This design comes from an exercise in tuning for small area on the open sky130 flow, not from production work. Function was checked by simulation only, so behaviour that the tests miss may differ from the original. No activity file was given, so power comes from the tool's default toggle rates.

$ cat flow/design.v
`timescale 1ns/100ps
module pixel_color_stage(video_on, pixel_x, pixel_y, lit, white);
  input video_on;
  wire video_on;
  input [10:0] pixel_x;
  wire [10:0] pixel_x;
  input [10:0] pixel_y;
  wire [10:0] pixel_y;
  output lit;
  wire lit;
  output white;
  wire white;
  wire _0000_;
  wire _0001_;
  wire _0002_;
  wire _0003_;
  wire _0004_;
  wire _0005_;
  wire _0006_;
  wire _0007_;
  wire _0008_;
  wire _0009_;
  wire _0010_;
  wire _0011_;
  wire _0012_;
  wire _0013_;
  wire _0014_;
  wire _0015_;
  wire _0016_;
  wire _0017_;
  wire _0018_;
  wire _0019_;
  wire _0020_;
  wire _0021_;
  wire _0022_;
  wire _0023_;
  wire _0024_;
  wire _0025_;
  wire _0026_;
  wire _0027_;
  wire _0028_;
  wire _0029_;
  wire _0030_;
  wire _0031_;
  wire _0032_;
  wire _0033_;
  wire _0034_;
  wire _0035_;
  wire _0036_;
  wire _0037_;
  wire _0038_;
  wire _0039_;
  wire _0040_;
  wire _0041_;
  wire _0042_;
  wire _0043_;
  wire _0044_;
  wire _0045_;
  wire _0046_;
  wire _0047_;
  wire _0048_;
  wire _0049_;
  wire _0050_;
  wire _0051_;
  wire _0052_;
  wire _0053_;
  wire _0054_;
  wire _0055_;
  wire _0056_;
  wire _0057_;
  wire _0058_;
  wire _0059_;
  wire _0060_;
  wire _0061_;
  wire _0062_;
  wire _0063_;
  wire _0064_;
  wire _0065_;
  wire _0066_;
  wire _0067_;
  wire _0068_;
  wire _0069_;
  wire _0070_;
  wire _0071_;
  wire _0072_;
  wire _0073_;
  wire _0074_;
  wire _0075_;
  wire _0076_;
  wire _0077_;
  wire _0078_;
  wire _0079_;
  wire _0080_;
  wire _0081_;
  wire _0082_;
  wire _0083_;
  wire _0084_;
  wire _0085_;
  wire _0086_;
  wire _0087_;
  wire _0088_;
  wire _0089_;
  wire _0090_;
  wire _0091_;
  wire _0092_;
  wire _0093_;
  wire _0094_;
  wire _0095_;
  wire _0096_;
  wire _0097_;
  wire _0098_;
  wire _0099_;
  wire _0100_;
  wire _0101_;
  wire _0102_;
  wire _0103_;
  wire _0104_;
  wire _0105_;
  wire _0106_;
  wire _0107_;
  wire _0108_;
  wire _0109_;
  wire _0110_;
  wire _0111_;
  wire _0112_;
  wire _0113_;
  wire _0114_;
  wire _0115_;
  wire _0116_;
  wire _0117_;
  wire _0118_;
  wire _0119_;
  wire _0120_;
  wire _0121_;
  wire _0122_;
  wire _0123_;
  wire _0124_;
  wire _0125_;
  wire _0126_;
  wire _0127_;
  wire _0128_;
  wire _0129_;
  wire _0130_;
  wire _0131_;
  wire _0132_;
  wire _0133_;
  wire _0134_;
  wire _0135_;
  wire _0136_;
  wire _0137_;
  wire _0138_;
  wire _0139_;
  wire _0140_;
  wire _0141_;
  wire _0142_;
  wire _0143_;
  wire _0144_;
  wire _0145_;
  wire _0146_;
  wire _0147_;
  wire _0148_;
  wire _0149_;
  wire _0150_;
  wire _0151_;
  wire _0152_;
  wire _0153_;
  wire _0154_;
  wire _0155_;
  wire _0156_;
  wire _0157_;
  wire _0158_;
  wire _0159_;
  wire _0160_;
  wire _0161_;
  wire _0162_;
  wire _0163_;
  wire _0164_;
  wire _0165_;
  wire _0166_;
  wire _0167_;
  wire _0168_;
  wire _0169_;
  wire _0170_;
  wire _0171_;
  wire _0172_;
  wire _0173_;
  wire _0174_;
  wire _0175_;
  wire _0176_;
  wire _0177_;
  wire _0178_;
  wire _0179_;
  wire _0180_;
  wire _0181_;
  wire _0182_;
  wire _0183_;
  wire _0184_;
  wire _0185_;
  wire _0186_;
  wire _0187_;
  wire _0188_;
  wire _0189_;
  wire _0190_;
  wire _0191_;
  wire _0192_;
  wire _0193_;
  wire _0194_;
  wire _0195_;
  wire _0196_;
  wire _0197_;
  wire _0198_;
  wire _0199_;
  wire _0200_;
  wire _0201_;
  wire _0202_;
  wire _0203_;
  wire _0204_;
  wire _0205_;
  wire _0206_;
  wire _0207_;
  wire _0208_;
  wire _0209_;
  wire _0210_;
  wire _0211_;
  wire _0212_;
  wire _0213_;
  wire _0214_;
  wire _0215_;
  wire _0216_;
  wire _0217_;
  wire _0218_;
  wire _0219_;
  wire _0220_;
  wire _0221_;
  wire _0222_;
  wire _0223_;
  wire _0224_;
  wire _0225_;
  wire _0226_;
  wire _0227_;
  wire _0228_;
  wire _0229_;
  wire _0230_;
  wire _0231_;
  wire _0232_;
  wire _0233_;
  wire _0234_;
  wire _0235_;
  wire _0236_;
  wire _0237_;
  wire _0238_;
  wire _0239_;
  wire _0240_;
  wire _0241_;
  wire _0242_;
  wire _0243_;
  wire _0244_;
  wire _0245_;
  wire _0246_;
  wire _0247_;
  wire _0248_;
  wire _0249_;
  wire _0250_;
  wire _0251_;
  wire _0252_;
  wire _0253_;
  wire _0254_;
  wire _0255_;
  wire _0256_;
  wire _0257_;
  wire _0258_;
  wire _0259_;
  wire _0260_;
  wire _0261_;
  wire _0262_;
  wire _0263_;
  wire _0264_;
  wire _0265_;
  wire _0266_;
  wire _0267_;
  wire _0268_;
  wire _0269_;
  wire _0270_;
  wire _0271_;
  wire _0272_;
  wire _0273_;
  wire _0274_;
  wire _0275_;
  wire _0276_;
  wire _0277_;
  wire _0278_;
  wire _0279_;
  wire _0280_;
  wire _0281_;
  wire _0282_;
  wire _0283_;
  wire _0284_;
  wire _0285_;
  wire _0286_;
  wire _0287_;
  wire _0288_;
  wire _0289_;
  wire _0290_;
  wire _0291_;
  wire _0292_;
  wire _0293_;
  wire _0294_;
  wire _0295_;
  wire _0296_;
  wire _0297_;
  wire _0298_;
  wire _0299_;
  wire _0300_;
  wire _0301_;
  wire _0302_;
  wire _0303_;
  wire _0304_;
  wire _0305_;
  wire _0306_;
  wire _0307_;
  wire _0308_;
  wire _0309_;
  wire _0310_;
  wire _0311_;
  wire _0312_;
  wire _0313_;
  wire _0314_;
  wire _0315_;
  wire _0316_;
  wire _0317_;
  wire _0318_;
  wire _0319_;
  wire _0320_;
  wire _0321_;
  wire _0322_;
  wire _0323_;
  wire _0324_;
  wire _0325_;
  wire _0326_;
  wire _0327_;
  wire _0328_;
  wire _0329_;
  wire _0330_;
  wire _0331_;
  wire _0332_;
  wire _0333_;
  wire _0334_;
  wire _0335_;
  wire _0336_;
  wire _0337_;
  wire _0338_;
  wire _0339_;
  wire _0340_;
  wire _0341_;
  wire _0342_;
  wire _0343_;
  wire _0344_;
  wire _0345_;
  wire _0346_;
  wire _0347_;
  wire _0348_;
  wire _0349_;
  wire _0350_;
  wire _0351_;
  wire _0352_;
  wire _0353_;
  wire _0354_;
  wire _0355_;
  wire _0356_;
  wire _0357_;
  wire _0358_;
  wire _0359_;
  wire _0360_;
  wire _0361_;
  wire _0362_;
  wire _0363_;
  wire _0364_;
  wire _0365_;
  wire _0366_;
  wire _0367_;
  wire _0368_;
  wire _0369_;
  wire _0370_;
  wire _0371_;
  wire _0372_;
  wire _0373_;
  wire _0374_;
  wire _0375_;
  wire _0376_;
  wire _0377_;
  wire _0378_;
  wire _0379_;
  wire _0380_;
  wire _0381_;
  wire _0382_;
  wire _0383_;
  wire _0384_;
  wire _0385_;
  wire _0386_;
  wire _0387_;
  wire _0388_;
  wire _0389_;
  wire _0390_;
  wire _0391_;
  wire _0392_;
  wire _0393_;
  wire _0394_;
  wire _0395_;
  wire _0396_;
  wire _0397_;
  wire _0398_;
  wire _0399_;
  wire _0400_;
  wire _0401_;
  wire _0402_;
  wire _0403_;
  wire _0404_;
  wire _0405_;
  wire _0406_;
  wire _0407_;
  wire _0408_;
  wire _0409_;
  wire _0410_;
  wire _0411_;
  wire _0412_;
  wire _0413_;
  wire _0414_;
  wire _0415_;
  wire _0416_;
  wire _0417_;
  wire _0418_;
  wire _0419_;
  wire _0420_;
  wire _0421_;
  wire _0422_;
  wire _0423_;
  wire _0424_;
  wire _0425_;
  wire _0426_;
  wire _0427_;
  wire _0428_;
  wire _0429_;
  wire _0430_;
  wire _0431_;
  wire _0432_;
  wire _0433_;
  wire _0434_;
  wire _0435_;
  wire _0436_;
  wire _0437_;
  wire _0438_;
  wire _0439_;
  wire _0440_;
  wire _0441_;
  wire _0442_;
  wire _0443_;
  wire _0444_;
  wire _0445_;
  wire _0446_;
  wire _0447_;
  wire _0448_;
  wire _0449_;
  wire _0450_;
  wire _0451_;
  wire _0452_;
  wire _0453_;
  wire _0454_;
  wire _0455_;
  wire _0456_;
  wire _0457_;
  wire _0458_;
  wire _0459_;
  wire _0460_;
  wire _0461_;
  wire _0462_;
  wire _0463_;
  wire _0464_;
  wire _0465_;
  wire _0466_;
  wire _0467_;
  wire _0468_;
  wire _0469_;
  wire _0470_;
  wire _0471_;
  wire _0472_;
  wire _0473_;
  wire _0474_;
  wire _0475_;
  wire _0476_;
  wire _0477_;
  wire _0478_;
  wire _0479_;
  wire _0480_;
  wire _0481_;
  wire _0482_;
  wire _0483_;
  wire _0484_;
  wire _0485_;
  wire _0486_;
  wire _0487_;
  wire _0488_;
  wire _0489_;
  wire _0490_;
  wire _0491_;
  wire _0492_;
  wire _0493_;
  wire _0494_;
  wire _0495_;
  wire _0496_;
  wire _0497_;
  wire _0498_;
  wire _0499_;
  wire _0500_;
  wire _0501_;
  wire _0502_;
  wire _0503_;
  wire _0504_;
  wire _0505_;
  wire _0506_;
  wire _0507_;
  wire _0508_;
  wire _0509_;
  wire _0510_;
  wire _0511_;
  wire _0512_;
  wire _0513_;
  wire _0514_;
  wire _0515_;
  wire _0516_;
  wire _0517_;
  wire _0518_;
  wire _0519_;
  wire _0520_;
  wire _0521_;
  wire _0522_;
  wire _0523_;
  wire _0524_;
  wire _0525_;
  wire _0526_;
  wire _0527_;
  wire _0528_;
  wire _0529_;
  wire _0530_;
  wire _0531_;
  wire _0532_;
  wire _0533_;
  wire _0534_;
  wire _0535_;
  wire _0536_;
  wire _0537_;
  wire _0538_;
  wire _0539_;
  wire _0540_;
  wire _0541_;
  wire _0542_;
  wire _0543_;
  wire _0544_;
  wire _0545_;
  wire _0546_;
  wire _0547_;
  wire _0548_;
  wire _0549_;
  wire _0550_;
  wire _0551_;
  wire _0552_;
  wire _0553_;
  wire _0554_;
  wire _0555_;
  wire _0556_;
  wire _0557_;
  wire _0558_;
  wire _0559_;
  wire _0560_;
  wire _0561_;
  wire _0562_;
  wire _0563_;
  wire _0564_;
  wire _0565_;
  wire _0566_;
  wire _0567_;
  wire _0568_;
  wire _0569_;
  wire _0570_;
  wire _0571_;
  wire _0572_;
  wire _0573_;
  wire _0574_;
  wire _0575_;
  wire _0576_;
  wire _0577_;
  wire _0578_;
  wire _0579_;
  wire _0580_;
  wire _0581_;
  wire _0582_;
  wire _0583_;
  wire _0584_;
  wire _0585_;
  wire _0586_;
  wire _0587_;
  wire _0588_;
  wire _0589_;
  wire _0590_;
  wire _0591_;
  wire _0592_;
  wire _0593_;
  wire _0594_;
  wire _0595_;
  wire _0596_;
  wire _0597_;
  wire _0598_;
  wire _0599_;
  wire _0600_;
  wire _0601_;
  wire _0602_;
  wire _0603_;
  wire _0604_;
  wire _0605_;
  wire _0606_;
  wire _0607_;
  wire _0608_;
  wire _0609_;
  wire _0610_;
  wire _0611_;
  wire _0612_;
  wire _0613_;
  wire _0614_;
  wire _0615_;
  wire _0616_;
  wire _0617_;
  wire _0618_;
  wire _0619_;
  wire _0620_;
  wire _0621_;
  wire _0622_;
  wire _0623_;
  wire _0624_;
  wire _0625_;
  wire _0626_;
  wire _0627_;
  wire _0628_;
  wire _0629_;
  wire _0630_;
  wire _0631_;
  wire _0632_;
  wire _0633_;
  wire _0634_;
  wire _0635_;
  wire _0636_;
  wire _0637_;
  wire _0638_;
  wire _0639_;
  wire _0640_;
  wire _0641_;
  wire _0642_;
  wire _0643_;
  wire _0644_;
  wire _0645_;
  wire _0646_;
  wire _0647_;
  wire _0648_;
  wire _0649_;
  wire _0650_;
  wire _0651_;
  wire _0652_;
  wire _0653_;
  wire _0654_;
  wire _0655_;
  wire _0656_;
  wire _0657_;
  wire _0658_;
  wire _0659_;
  wire _0660_;
  wire _0661_;
  wire _0662_;
  wire _0663_;
  wire _0664_;
  wire _0665_;
  wire _0666_;
  wire _0667_;
  wire _0668_;
  wire _0669_;
  wire _0670_;
  wire _0671_;
  wire _0672_;
  wire _0673_;
  wire _0674_;
  wire _0675_;
  wire _0676_;
  wire _0677_;
  wire _0678_;
  wire _0679_;
  wire _0680_;
  wire _0681_;
  wire _0682_;
  wire _0683_;
  wire _0684_;
  wire _0685_;
  wire _0686_;
  wire _0687_;
  wire _0688_;
  wire _0689_;
  wire _0690_;
  wire _0691_;
  wire _0692_;
  wire _0693_;
  wire _0694_;
  wire _0695_;
  wire _0696_;
  wire _0697_;
  wire _0698_;
  wire _0699_;
  wire _0700_;
  wire _0701_;
  wire _0702_;
  wire _0703_;
  wire _0704_;
  wire _0705_;
  wire _0706_;
  wire _0707_;
  wire _0708_;
  wire _0709_;
  wire _0710_;
  wire _0711_;
  wire _0712_;
  wire _0713_;
  wire _0714_;
  wire _0715_;
  wire _0716_;
  wire _0717_;
  wire _0718_;
  wire _0719_;
  wire _0720_;
  wire _0721_;
  wire _0722_;
  wire _0723_;
  wire _0724_;
  wire _0725_;
  wire _0726_;
  wire _0727_;
  wire _0728_;
  wire _0729_;
  wire _0730_;
  wire _0731_;
  wire _0732_;
  wire _0733_;
  wire _0734_;
  wire _0735_;
  wire _0736_;
  wire _0737_;
  wire _0738_;
  wire _0739_;
  wire _0740_;
  wire _0741_;
  wire _0742_;
  wire _0743_;
  wire _0744_;
  wire _0745_;
  wire _0746_;
  wire _0747_;
  wire _0748_;
  wire _0749_;
  wire _0750_;
  wire _0751_;
  wire _0752_;
  wire _0753_;
  wire _0754_;
  wire _0755_;
  wire _0756_;
  wire _0757_;
  wire _0758_;
  wire _0759_;
  wire _0760_;
  wire _0761_;
  wire _0762_;
  wire _0763_;
  wire _0764_;
  wire _0765_;
  wire _0766_;
  wire _0767_;
  assign _0160_ = pixel_y[2] & pixel_y[3];
  assign _0170_ = ~_0160_;
  assign _0181_ = ~pixel_y[5];
  assign _0192_ = _0181_ & pixel_y[6];
  assign _0203_ = ~_0192_;
  assign _0214_ = ~pixel_y[6];
  assign _0225_ = ~pixel_y[4];
  assign _0236_ = _0225_ & _0214_;
  assign _0247_ = ~_0236_;
  assign _0258_ = _0247_ & _0203_;
  assign _0269_ = ~_0258_;
  assign _0280_ = _0269_ & _0170_;
  assign _0291_ = ~_0280_;
  assign _0302_ = ~pixel_x[4];
  assign _0313_ = ~pixel_x[2];
  assign _0324_ = _0313_ & _0302_;
  assign _0335_ = ~_0324_;
  assign _0346_ = pixel_x[2] & pixel_x[4];
  assign _0357_ = ~_0346_;
  assign _0368_ = _0357_ & _0335_;
  assign _0379_ = pixel_x[2] & pixel_x[3];
  assign _0390_ = ~_0379_;
  assign _0401_ = ~pixel_x[1];
  assign _0412_ = ~pixel_x[0];
  assign _0423_ = _0412_ & _0401_;
  assign _0434_ = ~_0423_;
  assign _0445_ = _0434_ & _0390_;
  assign _0456_ = ~_0445_;
  assign _0467_ = _0456_ & _0368_;
  assign _0478_ = ~_0467_;
  assign _0489_ = _0478_ & pixel_x[6];
  assign _0500_ = ~_0368_;
  assign _0511_ = _0500_ & pixel_x[1];
  assign _0522_ = ~_0511_;
  assign _0533_ = ~pixel_x[3];
  assign _0544_ = _0500_ & _0533_;
  assign _0555_ = ~_0544_;
  assign _0566_ = _0555_ & _0522_;
  assign _0577_ = _0566_ & _0489_;
  assign _0588_ = ~_0577_;
  assign _0599_ = _0533_ & _0302_;
  assign _0610_ = pixel_x[0] & pixel_x[1];
  assign _0621_ = _0610_ & pixel_x[2];
  assign _0632_ = ~_0621_;
  assign _0643_ = _0632_ & _0599_;
  assign _0654_ = _0643_ & _0588_;
  assign _0665_ = ~_0654_;
  assign _0676_ = pixel_x[3] & pixel_x[4];
  assign _0687_ = ~_0489_;
  assign _0698_ = ~_0610_;
  assign _0709_ = _0698_ & _0313_;
  assign _0720_ = _0709_ & _0687_;
  assign _0731_ = ~_0720_;
  assign _0742_ = _0731_ & _0676_;
  assign _0748_ = ~_0742_;
  assign _0749_ = _0748_ & pixel_y[5];
  assign _0750_ = _0749_ & _0665_;
  assign _0751_ = ~_0750_;
  assign _0752_ = _0751_ & _0291_;
  assign _0753_ = ~_0752_;
  assign _0754_ = pixel_y[1] & pixel_y[2];
  assign _0755_ = ~_0754_;
  assign _0756_ = _0755_ & pixel_y[4];
  assign _0757_ = ~_0756_;
  assign _0758_ = pixel_y[0] & _0225_;
  assign _0759_ = _0758_ & _0754_;
  assign _0760_ = ~_0759_;
  assign _0761_ = ~pixel_y[2];
  assign _0762_ = ~pixel_y[1];
  assign _0763_ = _0762_ & _0761_;
  assign _0764_ = ~_0763_;
  assign _0765_ = _0764_ & pixel_y[3];
  assign _0766_ = _0765_ & _0760_;
  assign _0767_ = _0766_ & _0757_;
  assign _0000_ = ~_0767_;
  assign _0001_ = _0000_ & _0753_;
  assign _0002_ = ~pixel_y[3];
  assign _0003_ = ~pixel_y[0];
  assign _0004_ = _0003_ & _0002_;
  assign _0005_ = ~_0004_;
  assign _0006_ = _0755_ & _0002_;
  assign _0007_ = ~_0006_;
  assign _0008_ = _0007_ & pixel_y[4];
  assign _0009_ = _0008_ & _0005_;
  assign _0010_ = ~_0009_;
  assign _0011_ = _0010_ & pixel_y[6];
  assign _0012_ = pixel_y[0] & pixel_y[1];
  assign _0013_ = ~_0012_;
  assign _0014_ = _0013_ & _0761_;
  assign _0015_ = ~_0014_;
  assign _0016_ = _0676_ & pixel_x[5];
  assign _0017_ = ~_0016_;
  assign _0018_ = ~pixel_x[5];
  assign _0019_ = _0533_ & _0018_;
  assign _0020_ = _0019_ & _0302_;
  assign _0021_ = ~_0020_;
  assign _0022_ = _0021_ & _0017_;
  assign _0023_ = ~_0022_;
  assign _0024_ = _0023_ & _0015_;
  assign _0025_ = ~_0024_;
  assign _0026_ = _0025_ & _0225_;
  assign _0027_ = ~_0026_;
  assign _0028_ = _0764_ & _0588_;
  assign _0029_ = _0028_ & _0027_;
  assign _0030_ = _0511_ & _0533_;
  assign _0031_ = ~_0030_;
  assign _0032_ = _0313_ & _0533_;
  assign _0033_ = ~_0032_;
  assign _0034_ = _0033_ & _0698_;
  assign _0035_ = _0034_ & _0368_;
  assign _0036_ = ~_0035_;
  assign _0037_ = _0036_ & _0031_;
  assign _0038_ = _0037_ & _0467_;
  assign _0039_ = ~_0038_;
  assign _0040_ = ~pixel_x[6];
  assign _0041_ = ~_0037_;
  assign _0042_ = _0041_ & _0040_;
  assign _0043_ = ~_0042_;
  assign _0044_ = _0043_ & _0039_;
  assign _0045_ = _0044_ & _0029_;
  assign _0046_ = ~_0045_;
  assign _0047_ = _0046_ & _0011_;
  assign _0048_ = ~_0047_;
  assign _0049_ = ~_0011_;
  assign _0050_ = _0003_ & _0762_;
  assign _0051_ = ~_0050_;
  assign _0052_ = _0051_ & pixel_y[2];
  assign _0053_ = ~_0052_;
  assign _0054_ = _0053_ & _0002_;
  assign _0055_ = _0054_ & _0225_;
  assign _0056_ = ~_0055_;
  assign _0057_ = _0056_ & _0214_;
  assign _0058_ = ~_0057_;
  assign _0059_ = _0058_ & _0049_;
  assign _0060_ = ~_0059_;
  assign _0061_ = ~_0709_;
  assign _0062_ = _0061_ & pixel_x[5];
  assign _0063_ = ~_0062_;
  assign _0064_ = _0434_ & pixel_x[2];
  assign _0065_ = ~_0064_;
  assign _0066_ = _0065_ & _0018_;
  assign _0067_ = ~_0066_;
  assign _0068_ = _0067_ & _0063_;
  assign _0069_ = _0068_ & _0060_;
  assign _0070_ = ~_0069_;
  assign _0071_ = _0401_ & _0313_;
  assign _0072_ = ~_0071_;
  assign _0073_ = _0072_ & pixel_x[5];
  assign _0074_ = ~_0073_;
  assign _0075_ = ~_0599_;
  assign _0076_ = _0075_ & pixel_x[5];
  assign _0077_ = ~_0076_;
  assign _0078_ = _0077_ & _0040_;
  assign _0079_ = _0078_ & _0074_;
  assign _0080_ = ~_0079_;
  assign _0081_ = _0379_ & pixel_x[1];
  assign _0082_ = pixel_x[4] & _0018_;
  assign _0083_ = _0082_ & _0081_;
  assign _0084_ = ~_0083_;
  assign _0085_ = _0081_ & pixel_x[4];
  assign _0086_ = ~_0085_;
  assign _0087_ = pixel_x[5] & pixel_x[6];
  assign _0088_ = _0087_ & _0086_;
  assign _0089_ = ~_0088_;
  assign _0090_ = _0089_ & _0084_;
  assign _0091_ = _0090_ & _0080_;
  assign _0092_ = ~_0091_;
  assign _0093_ = ~_0068_;
  assign _0094_ = _0093_ & _0059_;
  assign _0095_ = ~_0094_;
  assign _0096_ = _0095_ & _0092_;
  assign _0097_ = _0096_ & _0070_;
  assign _0098_ = ~_0097_;
  assign _0099_ = _0098_ & _0048_;
  assign _0100_ = _0099_ & _0001_;
  assign _0101_ = ~_0100_;
  assign _0102_ = pixel_y[5] & _0214_;
  assign _0103_ = ~_0102_;
  assign _0104_ = _0103_ & _0203_;
  assign _0105_ = ~_0104_;
  assign _0106_ = pixel_y[3] & pixel_y[6];
  assign _0107_ = pixel_y[4] & pixel_y[2];
  assign _0108_ = _0107_ & _0106_;
  assign _0109_ = ~_0108_;
  assign _0110_ = _0109_ & _0105_;
  assign _0111_ = ~_0110_;
  assign _0112_ = _0015_ & pixel_y[3];
  assign _0113_ = ~_0112_;
  assign _0114_ = _0761_ & _0002_;
  assign _0115_ = _0114_ & _0050_;
  assign _0116_ = ~_0115_;
  assign _0117_ = _0116_ & _0113_;
  assign _0118_ = _0082_ & _0033_;
  assign _0119_ = ~_0118_;
  assign _0120_ = _0302_ & pixel_x[5];
  assign _0121_ = _0120_ & _0390_;
  assign _0122_ = ~_0121_;
  assign _0123_ = _0122_ & _0119_;
  assign _0124_ = ~_0123_;
  assign _0125_ = _0124_ & _0117_;
  assign _0126_ = ~_0125_;
  assign _0127_ = ~_0117_;
  assign _0128_ = _0123_ & _0127_;
  assign _0129_ = ~_0128_;
  assign _0130_ = _0006_ & pixel_y[4];
  assign _0131_ = ~_0130_;
  assign _0132_ = pixel_y[4] & _0181_;
  assign _0133_ = ~_0132_;
  assign _0134_ = _0133_ & _0007_;
  assign _0135_ = ~_0134_;
  assign _0136_ = _0135_ & _0131_;
  assign _0137_ = _0136_ & _0129_;
  assign _0138_ = _0137_ & _0126_;
  assign _0139_ = _0138_ & _0091_;
  assign _0140_ = ~_0139_;
  assign _0141_ = _0140_ & _0111_;
  assign _0142_ = ~_0141_;
  assign _0143_ = _0077_ & pixel_x[6];
  assign _0144_ = ~_0143_;
  assign _0145_ = ~_0676_;
  assign _0146_ = _0145_ & _0018_;
  assign _0147_ = ~_0146_;
  assign _0148_ = _0147_ & _0040_;
  assign _0149_ = ~_0148_;
  assign _0150_ = _0149_ & _0144_;
  assign _0151_ = ~_0150_;
  assign _0152_ = ~pixel_y[9];
  assign _0153_ = ~pixel_x[10];
  assign _0154_ = ~pixel_y[10];
  assign _0155_ = _0154_ & _0153_;
  assign _0156_ = _0155_ & _0152_;
  assign _0157_ = ~pixel_x[7];
  assign _0158_ = ~pixel_x[9];
  assign _0159_ = _0158_ & _0157_;
  assign _0161_ = ~pixel_y[8];
  assign _0162_ = _0161_ & pixel_x[8];
  assign _0163_ = video_on & pixel_y[7];
  assign _0164_ = _0163_ & _0162_;
  assign _0165_ = _0164_ & _0159_;
  assign _0166_ = _0165_ & _0156_;
  assign _0167_ = _0166_ & _0151_;
  assign _0168_ = _0167_ & _0142_;
  assign white = _0168_ & _0101_;
  assign _0169_ = ~white;
  assign _0171_ = _0016_ & _0061_;
  assign _0172_ = ~_0171_;
  assign _0173_ = _0019_ & _0632_;
  assign _0174_ = ~_0173_;
  assign _0175_ = _0302_ & _0018_;
  assign _0176_ = ~_0175_;
  assign _0177_ = _0176_ & pixel_x[8];
  assign _0178_ = _0177_ & _0174_;
  assign _0179_ = ~_0178_;
  assign _0180_ = _0179_ & _0172_;
  assign _0182_ = pixel_y[4] & pixel_y[5];
  assign _0183_ = ~_0182_;
  assign _0184_ = _0225_ & _0181_;
  assign _0185_ = ~_0184_;
  assign _0186_ = _0115_ & _0225_;
  assign _0187_ = ~_0186_;
  assign _0188_ = ~_0054_;
  assign _0189_ = _0188_ & _0181_;
  assign _0190_ = ~_0189_;
  assign _0191_ = _0190_ & _0187_;
  assign _0193_ = ~_0191_;
  assign _0194_ = _0193_ & _0185_;
  assign _0195_ = ~_0194_;
  assign _0196_ = _0195_ & _0247_;
  assign _0197_ = ~_0196_;
  assign _0198_ = _0761_ & _0214_;
  assign _0199_ = ~_0198_;
  assign _0200_ = _0199_ & _0117_;
  assign _0201_ = _0200_ & _0197_;
  assign _0202_ = ~_0201_;
  assign _0204_ = pixel_y[3] & pixel_y[5];
  assign _0205_ = _0204_ & _0761_;
  assign _0206_ = ~_0205_;
  assign _0207_ = _0015_ & _0755_;
  assign _0208_ = ~_0207_;
  assign _0209_ = _0208_ & _0206_;
  assign _0210_ = ~_0209_;
  assign _0211_ = _0210_ & _0225_;
  assign _0212_ = ~_0211_;
  assign _0213_ = _0184_ & _0114_;
  assign _0215_ = ~_0213_;
  assign _0216_ = _0215_ & _0206_;
  assign _0217_ = ~_0216_;
  assign _0218_ = _0217_ & _0051_;
  assign _0219_ = ~_0218_;
  assign _0220_ = _0219_ & _0212_;
  assign _0221_ = _0220_ & _0202_;
  assign _0222_ = _0221_ & _0105_;
  assign _0223_ = ~_0222_;
  assign _0224_ = _0223_ & _0185_;
  assign _0226_ = ~_0224_;
  assign _0227_ = _0226_ & _0007_;
  assign _0228_ = ~_0227_;
  assign _0229_ = _0228_ & _0183_;
  assign _0230_ = _0229_ & pixel_x[3];
  assign _0231_ = ~_0230_;
  assign _0232_ = _0184_ & _0160_;
  assign _0233_ = ~_0232_;
  assign _0234_ = _0233_ & _0221_;
  assign _0235_ = ~_0234_;
  assign _0237_ = _0235_ & _0313_;
  assign _0238_ = ~_0237_;
  assign _0239_ = ~_0229_;
  assign _0240_ = _0239_ & _0533_;
  assign _0241_ = ~_0240_;
  assign _0242_ = _0241_ & _0238_;
  assign _0243_ = ~_0242_;
  assign _0244_ = _0243_ & _0231_;
  assign _0245_ = _0244_ & pixel_x[4];
  assign _0246_ = ~_0245_;
  assign _0248_ = ~_0244_;
  assign _0249_ = _0248_ & _0302_;
  assign _0250_ = ~_0249_;
  assign _0251_ = _0250_ & _0246_;
  assign _0252_ = ~_0251_;
  assign _0253_ = _0234_ & pixel_x[2];
  assign _0254_ = _0241_ & _0231_;
  assign _0255_ = ~_0254_;
  assign _0256_ = _0255_ & _0253_;
  assign _0257_ = ~_0256_;
  assign _0259_ = ~_0253_;
  assign _0260_ = _0254_ & _0259_;
  assign _0261_ = ~_0260_;
  assign _0262_ = _0261_ & _0257_;
  assign _0263_ = _0259_ & _0238_;
  assign _0264_ = ~_0263_;
  assign _0265_ = _0201_ & _0007_;
  assign _0266_ = ~_0265_;
  assign _0267_ = pixel_y[2] & _0181_;
  assign _0268_ = _0267_ & _0225_;
  assign _0270_ = ~_0268_;
  assign _0271_ = _0270_ & _0266_;
  assign _0272_ = _0051_ & pixel_y[6];
  assign _0273_ = ~_0272_;
  assign _0274_ = _0273_ & _0762_;
  assign _0275_ = ~_0274_;
  assign _0276_ = _0275_ & _0107_;
  assign _0277_ = ~_0276_;
  assign _0278_ = _0277_ & _0247_;
  assign _0279_ = ~_0278_;
  assign _0281_ = _0267_ & _0002_;
  assign _0282_ = ~_0281_;
  assign _0283_ = _0282_ & _0216_;
  assign _0284_ = ~_0283_;
  assign _0285_ = _0284_ & _0050_;
  assign _0286_ = ~_0285_;
  assign _0287_ = ~_0106_;
  assign _0288_ = _0208_ & _0287_;
  assign _0289_ = ~_0288_;
  assign _0290_ = _0112_ & _0755_;
  assign _0292_ = ~_0290_;
  assign _0293_ = _0292_ & _0289_;
  assign _0294_ = ~_0293_;
  assign _0295_ = _0294_ & _0286_;
  assign _0296_ = _0295_ & _0279_;
  assign _0297_ = _0296_ & _0271_;
  assign _0298_ = ~_0297_;
  assign _0299_ = ~_0295_;
  assign _0300_ = _0299_ & _0278_;
  assign _0301_ = ~_0300_;
  assign _0303_ = _0301_ & _0298_;
  assign _0304_ = _0303_ & pixel_x[1];
  assign _0305_ = ~_0304_;
  assign _0306_ = _0305_ & _0264_;
  assign _0307_ = ~_0303_;
  assign _0308_ = _0307_ & _0401_;
  assign _0309_ = ~_0308_;
  assign _0310_ = ~_0271_;
  assign _0311_ = pixel_y[1] & pixel_y[3];
  assign _0312_ = _0311_ & _0185_;
  assign _0314_ = ~_0312_;
  assign _0315_ = _0314_ & _0003_;
  assign _0316_ = ~_0315_;
  assign _0317_ = _0316_ & _0310_;
  assign _0318_ = ~_0317_;
  assign _0319_ = _0283_ & _0762_;
  assign _0320_ = ~_0319_;
  assign _0321_ = _0320_ & _0315_;
  assign _0322_ = _0321_ & _0271_;
  assign _0323_ = ~_0322_;
  assign _0325_ = _0051_ & _0002_;
  assign _0326_ = _0325_ & _0208_;
  assign _0327_ = ~_0326_;
  assign _0328_ = _0327_ & _0292_;
  assign _0329_ = ~_0328_;
  assign _0330_ = _0329_ & _0273_;
  assign _0331_ = ~_0330_;
  assign _0332_ = _0331_ & _0323_;
  assign _0333_ = _0332_ & _0318_;
  assign _0334_ = ~_0333_;
  assign _0336_ = _0334_ & _0412_;
  assign _0337_ = ~_0336_;
  assign _0338_ = _0337_ & _0309_;
  assign _0339_ = ~_0338_;
  assign _0340_ = _0339_ & _0306_;
  assign _0341_ = ~_0340_;
  assign _0342_ = _0341_ & _0262_;
  assign _0343_ = ~_0342_;
  assign _0344_ = ~_0262_;
  assign _0345_ = _0333_ & pixel_x[0];
  assign _0347_ = _0345_ & _0309_;
  assign _0348_ = ~_0347_;
  assign _0349_ = _0348_ & _0306_;
  assign _0350_ = _0349_ & _0344_;
  assign _0351_ = ~_0350_;
  assign _0352_ = _0351_ & _0343_;
  assign _0353_ = ~_0352_;
  assign _0354_ = _0353_ & _0252_;
  assign _0355_ = ~_0354_;
  assign _0356_ = _0303_ & _0401_;
  assign _0358_ = ~_0356_;
  assign _0359_ = _0358_ & _0264_;
  assign _0360_ = _0307_ & pixel_x[1];
  assign _0361_ = ~_0360_;
  assign _0362_ = _0333_ & _0412_;
  assign _0363_ = _0362_ & _0361_;
  assign _0364_ = ~_0363_;
  assign _0365_ = _0364_ & _0359_;
  assign _0366_ = ~_0365_;
  assign _0367_ = _0235_ & pixel_x[2];
  assign _0369_ = ~_0367_;
  assign _0370_ = _0369_ & pixel_x[4];
  assign _0371_ = _0370_ & _0255_;
  assign _0372_ = _0371_ & _0366_;
  assign _0373_ = ~_0372_;
  assign _0374_ = _0303_ & _0313_;
  assign _0375_ = ~_0374_;
  assign _0376_ = _0334_ & pixel_x[0];
  assign _0377_ = _0376_ & _0375_;
  assign _0378_ = ~_0377_;
  assign _0380_ = ~_0359_;
  assign _0381_ = _0380_ & _0234_;
  assign _0382_ = _0381_ & _0378_;
  assign _0383_ = ~_0382_;
  assign _0384_ = _0145_ & _0075_;
  assign _0385_ = _0384_ & _0072_;
  assign _0386_ = _0385_ & _0254_;
  assign _0387_ = _0386_ & _0383_;
  assign _0388_ = ~_0387_;
  assign _0389_ = _0388_ & _0373_;
  assign _0391_ = _0389_ & _0355_;
  assign _0392_ = ~_0391_;
  assign _0393_ = _0182_ & _0112_;
  assign _0394_ = ~_0393_;
  assign _0395_ = _0394_ & _0214_;
  assign _0396_ = _0395_ & _0392_;
  assign _0397_ = ~_0396_;
  assign _0398_ = _0676_ & _0621_;
  assign _0399_ = ~_0398_;
  assign _0400_ = _0032_ & _0302_;
  assign _0402_ = ~_0400_;
  assign _0403_ = _0402_ & _0018_;
  assign _0404_ = _0403_ & _0399_;
  assign _0405_ = _0404_ & _0397_;
  assign _0406_ = ~_0405_;
  assign _0407_ = _0406_ & _0143_;
  assign _0408_ = ~_0407_;
  assign _0409_ = _0408_ & _0180_;
  assign _0410_ = ~_0409_;
  assign _0411_ = _0181_ & pixel_x[3];
  assign _0413_ = ~_0411_;
  assign _0414_ = pixel_y[5] & _0533_;
  assign _0415_ = ~_0414_;
  assign _0416_ = _0415_ & _0413_;
  assign _0417_ = _0204_ & pixel_y[4];
  assign _0418_ = ~_0417_;
  assign _0419_ = _0418_ & _0214_;
  assign _0420_ = ~_0419_;
  assign _0421_ = _0420_ & _0012_;
  assign _0422_ = ~_0421_;
  assign _0424_ = _0422_ & _0761_;
  assign _0425_ = ~_0424_;
  assign _0426_ = ~_0082_;
  assign _0427_ = ~_0081_;
  assign _0428_ = _0120_ & _0427_;
  assign _0429_ = ~_0428_;
  assign _0430_ = _0429_ & _0426_;
  assign _0431_ = _0430_ & pixel_x[0];
  assign _0432_ = ~_0431_;
  assign _0433_ = ~_0430_;
  assign _0435_ = _0433_ & _0412_;
  assign _0436_ = ~_0435_;
  assign _0437_ = _0421_ & pixel_y[2];
  assign _0438_ = ~_0437_;
  assign _0439_ = _0438_ & _0436_;
  assign _0440_ = _0439_ & _0432_;
  assign _0441_ = ~_0440_;
  assign _0442_ = _0441_ & _0425_;
  assign _0443_ = _0442_ & pixel_y[3];
  assign _0444_ = ~_0443_;
  assign _0446_ = ~_0442_;
  assign _0447_ = _0446_ & _0002_;
  assign _0448_ = ~_0447_;
  assign _0449_ = _0433_ & pixel_x[1];
  assign _0450_ = ~_0449_;
  assign _0451_ = _0430_ & _0401_;
  assign _0452_ = ~_0451_;
  assign _0453_ = _0452_ & _0450_;
  assign _0454_ = _0453_ & _0448_;
  assign _0455_ = ~_0454_;
  assign _0457_ = _0455_ & _0444_;
  assign _0458_ = _0457_ & _0225_;
  assign _0459_ = ~_0458_;
  assign _0460_ = ~_0457_;
  assign _0461_ = _0460_ & pixel_y[4];
  assign _0462_ = ~_0461_;
  assign _0463_ = _0433_ & _0313_;
  assign _0464_ = ~_0463_;
  assign _0465_ = _0430_ & pixel_x[2];
  assign _0466_ = ~_0465_;
  assign _0468_ = _0466_ & _0464_;
  assign _0469_ = _0468_ & _0462_;
  assign _0470_ = ~_0469_;
  assign _0471_ = _0470_ & _0459_;
  assign _0472_ = ~_0471_;
  assign _0473_ = _0472_ & _0416_;
  assign _0474_ = ~_0473_;
  assign _0475_ = ~_0416_;
  assign _0476_ = _0471_ & _0475_;
  assign _0477_ = ~_0476_;
  assign _0479_ = _0477_ & _0474_;
  assign _0480_ = ~_0479_;
  assign _0481_ = _0462_ & _0459_;
  assign _0482_ = _0481_ & pixel_x[2];
  assign _0483_ = ~_0482_;
  assign _0484_ = ~_0481_;
  assign _0485_ = _0484_ & _0313_;
  assign _0486_ = ~_0485_;
  assign _0487_ = _0486_ & _0483_;
  assign _0488_ = ~_0487_;
  assign _0490_ = _0448_ & _0444_;
  assign _0491_ = ~_0490_;
  assign _0492_ = _0491_ & pixel_x[1];
  assign _0493_ = ~_0492_;
  assign _0494_ = _0490_ & _0401_;
  assign _0495_ = ~_0494_;
  assign _0496_ = _0495_ & _0493_;
  assign _0497_ = _0496_ & _0488_;
  assign _0498_ = _0438_ & _0425_;
  assign _0499_ = _0498_ & _0412_;
  assign _0501_ = ~_0499_;
  assign _0502_ = ~_0498_;
  assign _0503_ = _0502_ & pixel_x[0];
  assign _0504_ = ~_0503_;
  assign _0505_ = _0504_ & _0501_;
  assign _0506_ = _0505_ & _0497_;
  assign _0507_ = _0506_ & _0480_;
  assign _0508_ = ~_0507_;
  assign _0509_ = ~_0497_;
  assign _0510_ = _0509_ & _0479_;
  assign _0512_ = ~_0510_;
  assign _0513_ = _0185_ & _0183_;
  assign _0514_ = ~_0513_;
  assign _0515_ = _0514_ & _0313_;
  assign _0516_ = ~_0515_;
  assign _0517_ = _0033_ & pixel_y[6];
  assign _0518_ = ~_0517_;
  assign _0519_ = _0032_ & _0214_;
  assign _0520_ = ~_0519_;
  assign _0521_ = _0520_ & _0518_;
  assign _0523_ = ~_0521_;
  assign _0524_ = _0523_ & _0516_;
  assign _0525_ = _0544_ & pixel_x[5];
  assign _0526_ = ~_0525_;
  assign _0527_ = _0526_ & pixel_x[4];
  assign _0528_ = _0527_ & _0524_;
  assign _0529_ = ~_0528_;
  assign _0530_ = _0516_ & _0415_;
  assign _0531_ = _0530_ & _0527_;
  assign _0532_ = ~_0531_;
  assign _0534_ = ~_0524_;
  assign _0535_ = ~_0530_;
  assign _0536_ = _0535_ & pixel_x[5];
  assign _0537_ = ~_0536_;
  assign _0538_ = _0537_ & _0534_;
  assign _0539_ = _0538_ & _0532_;
  assign _0540_ = ~_0539_;
  assign _0541_ = _0540_ & _0529_;
  assign _0542_ = _0541_ & _0512_;
  assign _0543_ = _0542_ & _0508_;
  assign _0545_ = ~_0543_;
  assign _0546_ = _0545_ & pixel_x[8];
  assign _0547_ = ~_0546_;
  assign _0548_ = ~_0180_;
  assign _0549_ = _0548_ & pixel_x[6];
  assign _0550_ = ~_0549_;
  assign _0551_ = _0550_ & pixel_x[7];
  assign _0552_ = _0551_ & _0547_;
  assign _0553_ = _0552_ & _0410_;
  assign _0554_ = ~_0553_;
  assign _0556_ = pixel_x[6] & pixel_x[7];
  assign _0557_ = ~_0556_;
  assign _0558_ = ~pixel_x[8];
  assign _0559_ = ~_0120_;
  assign _0560_ = ~_0403_;
  assign _0561_ = _0560_ & _0559_;
  assign _0562_ = _0561_ & _0039_;
  assign _0563_ = _0562_ & _0181_;
  assign _0564_ = ~_0563_;
  assign _0565_ = _0112_ & pixel_y[4];
  assign _0567_ = ~_0565_;
  assign _0568_ = _0567_ & _0215_;
  assign _0569_ = _0568_ & _0564_;
  assign _0570_ = ~_0569_;
  assign _0571_ = _0570_ & pixel_x[5];
  assign _0572_ = ~_0571_;
  assign _0573_ = _0572_ & _0147_;
  assign _0574_ = ~_0573_;
  assign _0575_ = _0082_ & _0511_;
  assign _0576_ = ~_0575_;
  assign _0578_ = _0709_ & _0599_;
  assign _0579_ = ~_0578_;
  assign _0580_ = _0579_ & _0576_;
  assign _0581_ = _0580_ & _0574_;
  assign _0582_ = ~_0581_;
  assign _0583_ = _0582_ & _0195_;
  assign _0584_ = ~_0583_;
  assign _0585_ = _0434_ & _0379_;
  assign _0586_ = ~_0585_;
  assign _0587_ = _0586_ & _0175_;
  assign _0589_ = ~_0587_;
  assign _0590_ = _0073_ & _0676_;
  assign _0591_ = ~_0590_;
  assign _0592_ = _0591_ & pixel_x[6];
  assign _0593_ = _0592_ & _0589_;
  assign _0594_ = _0593_ & _0584_;
  assign _0595_ = ~_0594_;
  assign _0596_ = _0423_ & _0324_;
  assign _0597_ = ~_0596_;
  assign _0598_ = _0597_ & _0076_;
  assign _0600_ = ~_0598_;
  assign _0601_ = _0020_ & _0313_;
  assign _0602_ = ~_0601_;
  assign _0603_ = _0602_ & _0600_;
  assign _0604_ = ~_0008_;
  assign _0605_ = _0187_ & _0604_;
  assign _0606_ = _0605_ & _0603_;
  assign _0607_ = ~_0606_;
  assign _0608_ = _0607_ & _0214_;
  assign _0609_ = ~_0608_;
  assign _0611_ = _0589_ & _0077_;
  assign _0612_ = _0611_ & _0609_;
  assign _0613_ = ~_0612_;
  assign _0614_ = ~_0562_;
  assign _0615_ = _0614_ & pixel_x[7];
  assign _0616_ = _0615_ & _0613_;
  assign _0617_ = ~_0616_;
  assign _0618_ = _0617_ & _0595_;
  assign _0619_ = ~_0618_;
  assign _0620_ = _0619_ & _0558_;
  assign _0622_ = ~_0620_;
  assign _0623_ = _0603_ & _0194_;
  assign _0624_ = ~_0623_;
  assign _0625_ = ~_0603_;
  assign _0626_ = _0625_ & _0195_;
  assign _0627_ = ~_0626_;
  assign _0628_ = ~_0087_;
  assign _0629_ = _0587_ & pixel_x[7];
  assign _0630_ = ~_0629_;
  assign _0631_ = _0630_ & _0628_;
  assign _0633_ = ~_0631_;
  assign _0634_ = _0633_ & pixel_x[8];
  assign _0635_ = _0634_ & _0627_;
  assign _0636_ = _0635_ & _0624_;
  assign _0637_ = ~_0636_;
  assign _0638_ = _0637_ & _0622_;
  assign _0639_ = ~_0638_;
  assign _0640_ = _0639_ & _0557_;
  assign _0641_ = ~_0640_;
  assign _0642_ = _0180_ & pixel_x[6];
  assign _0644_ = ~_0642_;
  assign _0645_ = _0195_ & _0604_;
  assign _0646_ = ~_0645_;
  assign _0647_ = _0171_ & pixel_x[8];
  assign _0648_ = ~_0647_;
  assign _0649_ = _0648_ & _0646_;
  assign _0650_ = ~_0649_;
  assign _0651_ = _0650_ & _0644_;
  assign _0652_ = ~_0651_;
  assign _0653_ = _0040_ & _0157_;
  assign _0655_ = _0653_ & _0018_;
  assign _0656_ = ~_0655_;
  assign _0657_ = _0175_ & _0427_;
  assign _0658_ = ~_0657_;
  assign _0659_ = _0658_ & _0556_;
  assign _0660_ = ~_0659_;
  assign _0661_ = _0660_ & _0656_;
  assign _0662_ = ~_0661_;
  assign _0663_ = _0073_ & pixel_x[4];
  assign _0664_ = ~_0663_;
  assign _0666_ = _0017_ & _0558_;
  assign _0667_ = _0666_ & _0664_;
  assign _0668_ = ~_0667_;
  assign _0669_ = _0398_ & _0040_;
  assign _0670_ = ~_0669_;
  assign _0671_ = _0670_ & _0668_;
  assign _0672_ = _0671_ & _0662_;
  assign _0673_ = _0672_ & _0652_;
  assign _0674_ = ~_0673_;
  assign _0675_ = _0674_ & _0158_;
  assign _0677_ = _0675_ & _0641_;
  assign _0678_ = _0677_ & _0554_;
  assign _0679_ = ~_0678_;
  assign _0680_ = _0252_ & pixel_y[4];
  assign _0681_ = _0264_ & _0344_;
  assign _0682_ = ~_0681_;
  assign _0683_ = _0682_ & pixel_x[5];
  assign _0684_ = _0683_ & _0680_;
  assign _0685_ = ~_0684_;
  assign _0686_ = ~_0680_;
  assign _0688_ = _0681_ & _0686_;
  assign _0689_ = ~_0688_;
  assign _0690_ = _0251_ & _0225_;
  assign _0691_ = ~_0690_;
  assign _0692_ = _0691_ & _0689_;
  assign _0693_ = _0692_ & _0685_;
  assign _0694_ = ~_0693_;
  assign _0695_ = _0309_ & _0263_;
  assign _0696_ = ~_0695_;
  assign _0697_ = ~_0306_;
  assign _0699_ = _0225_ & pixel_x[5];
  assign _0700_ = ~_0699_;
  assign _0701_ = _0700_ & _0697_;
  assign _0702_ = _0701_ & _0337_;
  assign _0703_ = ~_0702_;
  assign _0704_ = _0703_ & _0696_;
  assign _0705_ = _0704_ & _0344_;
  assign _0706_ = ~_0705_;
  assign _0707_ = _0345_ & _0697_;
  assign _0708_ = ~_0707_;
  assign _0710_ = _0708_ & _0696_;
  assign _0711_ = ~_0710_;
  assign _0712_ = _0711_ & _0262_;
  assign _0713_ = ~_0712_;
  assign _0714_ = _0713_ & pixel_y[6];
  assign _0715_ = _0714_ & _0706_;
  assign _0716_ = _0715_ & _0694_;
  assign _0717_ = ~_0716_;
  assign _0718_ = _0658_ & _0609_;
  assign _0719_ = _0718_ & _0717_;
  assign _0721_ = ~_0719_;
  assign _0722_ = _0066_ & _0599_;
  assign _0723_ = ~_0722_;
  assign _0724_ = _0723_ & _0653_;
  assign _0725_ = _0724_ & _0667_;
  assign _0726_ = _0725_ & _0721_;
  assign _0727_ = ~_0726_;
  assign _0728_ = _0727_ & pixel_x[9];
  assign _0729_ = ~_0728_;
  assign _0730_ = _0108_ & pixel_y[1];
  assign _0732_ = ~_0730_;
  assign _0733_ = _0132_ & pixel_y[3];
  assign _0734_ = ~_0733_;
  assign _0735_ = _0734_ & _0104_;
  assign _0736_ = ~_0735_;
  assign _0737_ = ~pixel_y[7];
  assign _0738_ = _0737_ & pixel_y[8];
  assign _0739_ = _0738_ & video_on;
  assign _0740_ = _0739_ & _0156_;
  assign _0741_ = _0740_ & _0736_;
  assign _0743_ = _0741_ & _0732_;
  assign _0744_ = _0743_ & _0729_;
  assign _0745_ = _0744_ & _0679_;
  assign _0746_ = ~_0745_;
  assign _0747_ = _0746_ & _0169_;
  assign lit = ~_0747_;
endmodule
`timescale 1ns/100ps
module game_over_screen
(
    input  logic        clk,
    input  logic        arst_n,
    input  logic        video_on,
    input  logic [10:0] pixel_x,
    input  logic [10:0] pixel_y,
    output logic [4:0]  vga_rgb
);
    logic lit_d;             
    logic white_d;           
    logic lit_q;             
    logic white_q;
    logic lit_o;             
    logic white_o;
    pixel_color_stage u_pix (
        .video_on (video_on),
        .pixel_x  (pixel_x),
        .pixel_y  (pixel_y),
        .lit      (lit_d),
        .white    (white_d)
    );
    always_ff @(posedge clk or negedge arst_n) begin
        if (!arst_n) begin
            lit_q   <= 1'b0;
            white_q <= 1'b0;
            lit_o   <= 1'b0;
            white_o <= 1'b0;
        end else begin
            lit_q   <= lit_d;
            white_q <= white_d;
            lit_o   <= lit_q;
            white_o <= white_q;
        end
    end
    assign vga_rgb = {lit_o, lit_o, white_o, white_o, white_o};
endmodule
$ cat flow/flow/run.sh
#!/bin/bash
# Standard ORFS layout, with three changes to how it is made:
#  - synthesis maps the logic with an area-oriented ABC script (map.abc)
#    and leaves adders as plain gates for ABC instead of half/full adder cells,
#  - the ports are buffered with the smallest buffer (buf_1).
# Each tool's output goes to the ORFS logs under orfs/logs; make's own output
# goes to standard.log here.
set -euo pipefail
here=$(pwd)
sed "s|@MAP_ABC@|$here/flow/map.abc|" flow/synth.tcl > $here/synth_custom.tcl
bash standard.sh \
    SYNTH_SCRIPT=$here/synth_custom.tcl \
    ADDER_MAP_FILE= \
    "BUFFER_PORTS_ARGS=-buffer_cell sky130_fd_sc_hd__buf_1" \
    "CTS_ARGS=-buf_list sky130_fd_sc_hd__clkbuf_1 -root_buf sky130_fd_sc_hd__clkbuf_1 -sink_clustering_enable -sink_clustering_size 4 -sink_clustering_max_diameter 100 -repair_clock_nets" \
    finish > standard.log 2>&1
$ cat flow/flow/map.abc
strash
dch -f
amap
mfs3 -a
topo
$ cat flow/flow/synth.tcl
# The standard flow's synthesis script (synth_recipe.tcl), with the ABC script swapped
proc synth {args} { yosys synth -nofsm -noshare {*}$args }
proc abc {args} {
  set i [lsearch -exact $args -script]
  if { $i >= 0 } { lset args [expr {$i + 1}] @MAP_ABC@ }
  yosys abc {*}$args
}
source $::env(SCRIPTS_DIR)/synth.tcl
# left out here: clear keep_hierarchy, flatten, clean up, hide names made inside functions, write 1_2_yosys.v
$ cat flow/standard.sh
#!/bin/bash
# synth_recipe.tcl (not shown) runs the flow's synth.tcl, then flattens the netlist and writes it again
# the make line also repeats each setting of config.mk as NAME=value (left out here)
make -C /OpenROAD-flow-scripts/flow DESIGN_CONFIG=/design/flow/config.mk WORK_HOME=/design/flow/orfs CLKGATE_MAP_FILE= SYNTH_SCRIPT=/design/flow/synth_recipe.tcl "${@:-finish}"
$ cat flow/config.mk
export PLATFORM = sky130hd
export DESIGN_NAME = game_over_screen
export DESIGN_NICKNAME = game_over_screen
export VERILOG_FILES = /design/flow/design.v
export SDC_FILE = /design/flow/constraint.sdc
export NUM_CORES = 4
export LEC_CHECK = 0
export CAP_MARGIN = 20
export CORE_MARGIN = 2
export CORE_UTILIZATION = 40
export CTS_BUF_LIST = sky130_fd_sc_hd__clkbuf_1
export SLEW_MARGIN = 20
$ cat flow/constraint.sdc
create_clock -name core_clock -period 25.0 [get_ports {clk}]
set_input_delay 5.0000 -clock core_clock [delete_from_list [all_inputs] [get_ports {clk}]]
set_output_delay 5.0000 -clock core_clock [all_outputs]
set_load 0.01 [all_outputs]
==> results_dict.tcl <==
set metrics [dict create \
    hold_buffers 0 \
    grt_pass1_wl_um 8800 \
    power.total_w 0.0000460 \
    timing.fmax_mhz 109 \
    rr_endpoint "lit_o$_DFF_PN0_" \
    r2r_start "lit_q$_DFF_PN0_" \
    yosysSeqAreaShare_pct 6.63 \
    worst_setup_path_end_kind "flip-flop" \
    hp-class "reg2reg" \
    dr.pass1.iters 6 \
    layoutNonFillerInstCount 350 \
    cp_slowest_cell "buf_1" \
    drtIter0Drc 204 \
    max_slew_margin_pct 57.0 \
    cp.depth 21 \
    ant_nets 0 \
    cts_tree "done" \
    first_global_vias 1888 \
    clock-sinks 4 \
    grtUsageTotal_pct 26.1 \
    powerDensity_nw_per_um2 27.9 \
    vias 2127 \
    status "no timing/DRC/antenna violations" \
    critical-path-top-delay-family "compound AO/OA/AOI/OAI gates" \
    initial_utilization_pct 41.5 \
    placement_rows 22 \
    ioPinCount 30 \
    startpoint_type "primary input" \
    viasPerCell 6.08 \
    grt_max_degree 16 \
    hpwl_um 4280 \
    cts-resized-gates 0 \
    routedWlPerCell_um 15.1 \
    r2r_slack_ps 24530 \
    setup_viol 0 \
    cp.arrival_ps 9340 \
    final_nets 329 \
    cts-root-buf "clkbuf_1" \
    period_share_pct 36.9 \
    port-buffer-count 29 \
    worstHoldPathCells 0 \
    overflow 0 \
    synth_nets 300 \
    reg2reg_depth 0 \
    hold_viol_final 0 \
    fin_util_pct 45.5 \
    clockBufferDepth 2 \
    yosysUniqueCellTypes 40 \
    period_needed_ps 9210 \
    rsz0062_at_grt "false" \
    peakVddDrop_uv 13.7 \
    synth_edf_count 0 \
    syn_area_um2 1510 \
    synth_seq_cells 4 \
    antenna_found_initial 0 \
    cp.required_ps 25130 \
    place_inst 347 \
    clk_pin_slew_worst_paths_ps 80 \
    synth_area_per_cell_um2 5.49 \
    drc 0 \
    post-place-ws_ps 15660 \
    syn_to_final_growth_pct 9.45 \
    clk_latency_ps 230 \
    drive_gt1_share_pct 0 \
    postCtsSetupBuffers 0 \
    p_leak_nw 0.527 \
    cts_htree_levels 1 \
    slew_viol_final 0 \
    min_to "white_o$_DFF_PN0_" \
    worst_pin_slew_ps 645 \
    hp-start "white_q$_DFF_PN0_" \
    worstPathCellList "buf_1 -> clkinv_1 -> nand2_1 -> o21ai_0 -> nand2_1 -> clkinv_1 -> o221ai_1 -> o221ai_1 -> a31oi_1 -> nor2b_1 -> or2_0 -> a21boi_0 -> o21ai_0 -> o221ai_1 -> nand3_1 -> o211ai_1 -> a311oi_1 -> o2111ai_1 -> o2111ai_1 -> nand2_1 -> nand2b_1" \
    synth_top_cell_area_share_pct 16.2 \
    numCtsBuffers 3 \
    die_w_um 65.4 \
    cp_max_fo 13 \
    crit_buf_inv 3 \
    chipHeight_um 65.4 \
    totalWireLength_um 5290 \
    skew_ps 0.983 \
    fill_cells 423 \
    synth_cells 275 \
    dieArea_um2 4280 \
    yosys_warnings 1 \
    coreArea_um2 3630 \
    synthTopCellsByArea "nor2_1, clkinv_1, nand2_1" \
    setup_slack_ps 15790 \
    ys.flop_type "dfrtp_1" \
    maxCapViolations 0 \
    synth-async-reset-ratio_pct 100 \
    place_congestion 1.03 \
    path_class "in2reg" \
    antenna_cells 0 \
    cpPeakStageDelay_ps 480 \
    synth_top_area_cell "nor2_1" \
    fin_tns_setup_ps 0 \
]
-- worst max-delay path by stage --
stage                     startpoint         endpoint  slack (ps)
after global routing      pixel_y[4]  lit_q$_DFF_PN0_       15330
after CTS                 pixel_y[4]  lit_q$_DFF_PN0_       15950
after floorplan           pixel_y[1]  lit_q$_DFF_PN0_       16830
after detailed placement  pixel_y[4]  lit_q$_DFF_PN0_       15660
after global placement    pixel_y[4]  lit_q$_DFF_PN0_       15610
final                     pixel_y[4]  lit_q$_DFF_PN0_       15790
-- state kept, by name, indices dropped and copies added, names as in the netlist --
name,cells
lit_o,1
lit_q,1
white_o,1
white_q,1
-- synth_stat cells, types with 2 or more instances --
library cell	instances
a21boi_0	3
dfrtp_1	4
a2111oi_0	2
or3_1	3
nand3_1	2
a21oi_1	18
nor2b_1	6
nor4_1	7
o221ai_1	6
o2111ai_1	3
buf_4	5
clkinv_1	32
nand2_1	30
and2_0	5
nor3_1	9
nand4_1	2
a211oi_1	5
o22ai_1	9
o32ai_1	3
o21a_1	2
nand2b_1	3
o31ai_1	2
a31oi_1	8
a22oi_1	2
o21ai_0	22
nor2_1	65
o211ai_1	3
nand3b_1	2
-- stage by stage --
step	cell area, um2	hold WS (ps)
global route	1650	352
detailed placement	1640	335
global placement	1640	334
CTS	1650	354
finish	1650	350
floorplan	1510	331
-- per-layer routing --
metal  up-vias  global-route usage, %  share of wire (%)
met2       109                   40.2                 44
met1       940                   38.4                 48
met5         -                      0                  0
li1       1064                      -                  -
met3        14                   2.74                6.7
met4         0                   7.29                2.0
-- kinds of logic (layout without fill, tap and decap cells) --
logic type             Yosys count  after routing  share of synthesized area [%]
AOI/OAI and AO/OA               97             97                           42.4
DFF                              4              4                           6.63
and+or+nand+nor                137            137                           40.5
buffers and inverters           37             64                           10.4
-- placed cells by master (no fill, tap or decap), drive strengths merged, types with 3 or more instances in the layout --
cell      n
a211oi    5
and2      5
o22ai     9
dfrtp     4
a21boi    3
o211ai    3
o2111ai   3
clkinv   32
nand2b    3
a31oi     8
nor2     65
nor3      9
o221ai    6
nand2    30
o21ai    22
nor2b     6
nor4      7
buf      29
o32ai     3
clkbuf    3
a21oi    18
or3       3
-- report_power, final --
part | leakage (nW) | total [W] | switching [W] | internal, W
combinational | 0.467 | 0.0000350 | 0.0000233 | 0.0000117
clock | 0.00354 | 0.00000454 | 0.00000258 | 0.00000196
sequential | 0.0559 | 0.00000650 | 0.00000000537 | 0.00000650
-- area by class of cell --
| class | count | area (um2) | share of cell area, % |
|---|---|---|---|
| clock buffer | 3 | 11.3 | 0.682 |
| inverter | 32 | 120 | 7.27 |
| multi-input combinational | 234 | 1250 | 75.8 |
| sequential | 4 | 100 | 6.06 |
| tap | 48 | 60.1 | 3.64 |
| timing repair buffer | 29 | 109 | 6.59 |

-- static timing again, ports no longer ideal --
Ports are ideal in the flow. The routed layout listed here was re-timed in OpenROAD. Step 1 assumes that a clkbuf_16 drives the clock port and a buf_2 every other input. Step 2 also shifts input and output timing later by t, the mid clock arrival at the registers, as if the neighbouring blocks saw the same clock. Slacks: no drivers / after step 1 / after step 2; pairs: no drivers / after step 1.
shift t [ns]: 0.246
setup WS [ns]: 15.787 / 15.777 / 15.531
worst slew at a driven data input, ns: 0.03
After both steps this run still meets setup and hold. For this run, drivers alone change the setup slack by -0.010 ns; drivers and shift together by -0.256 ns.
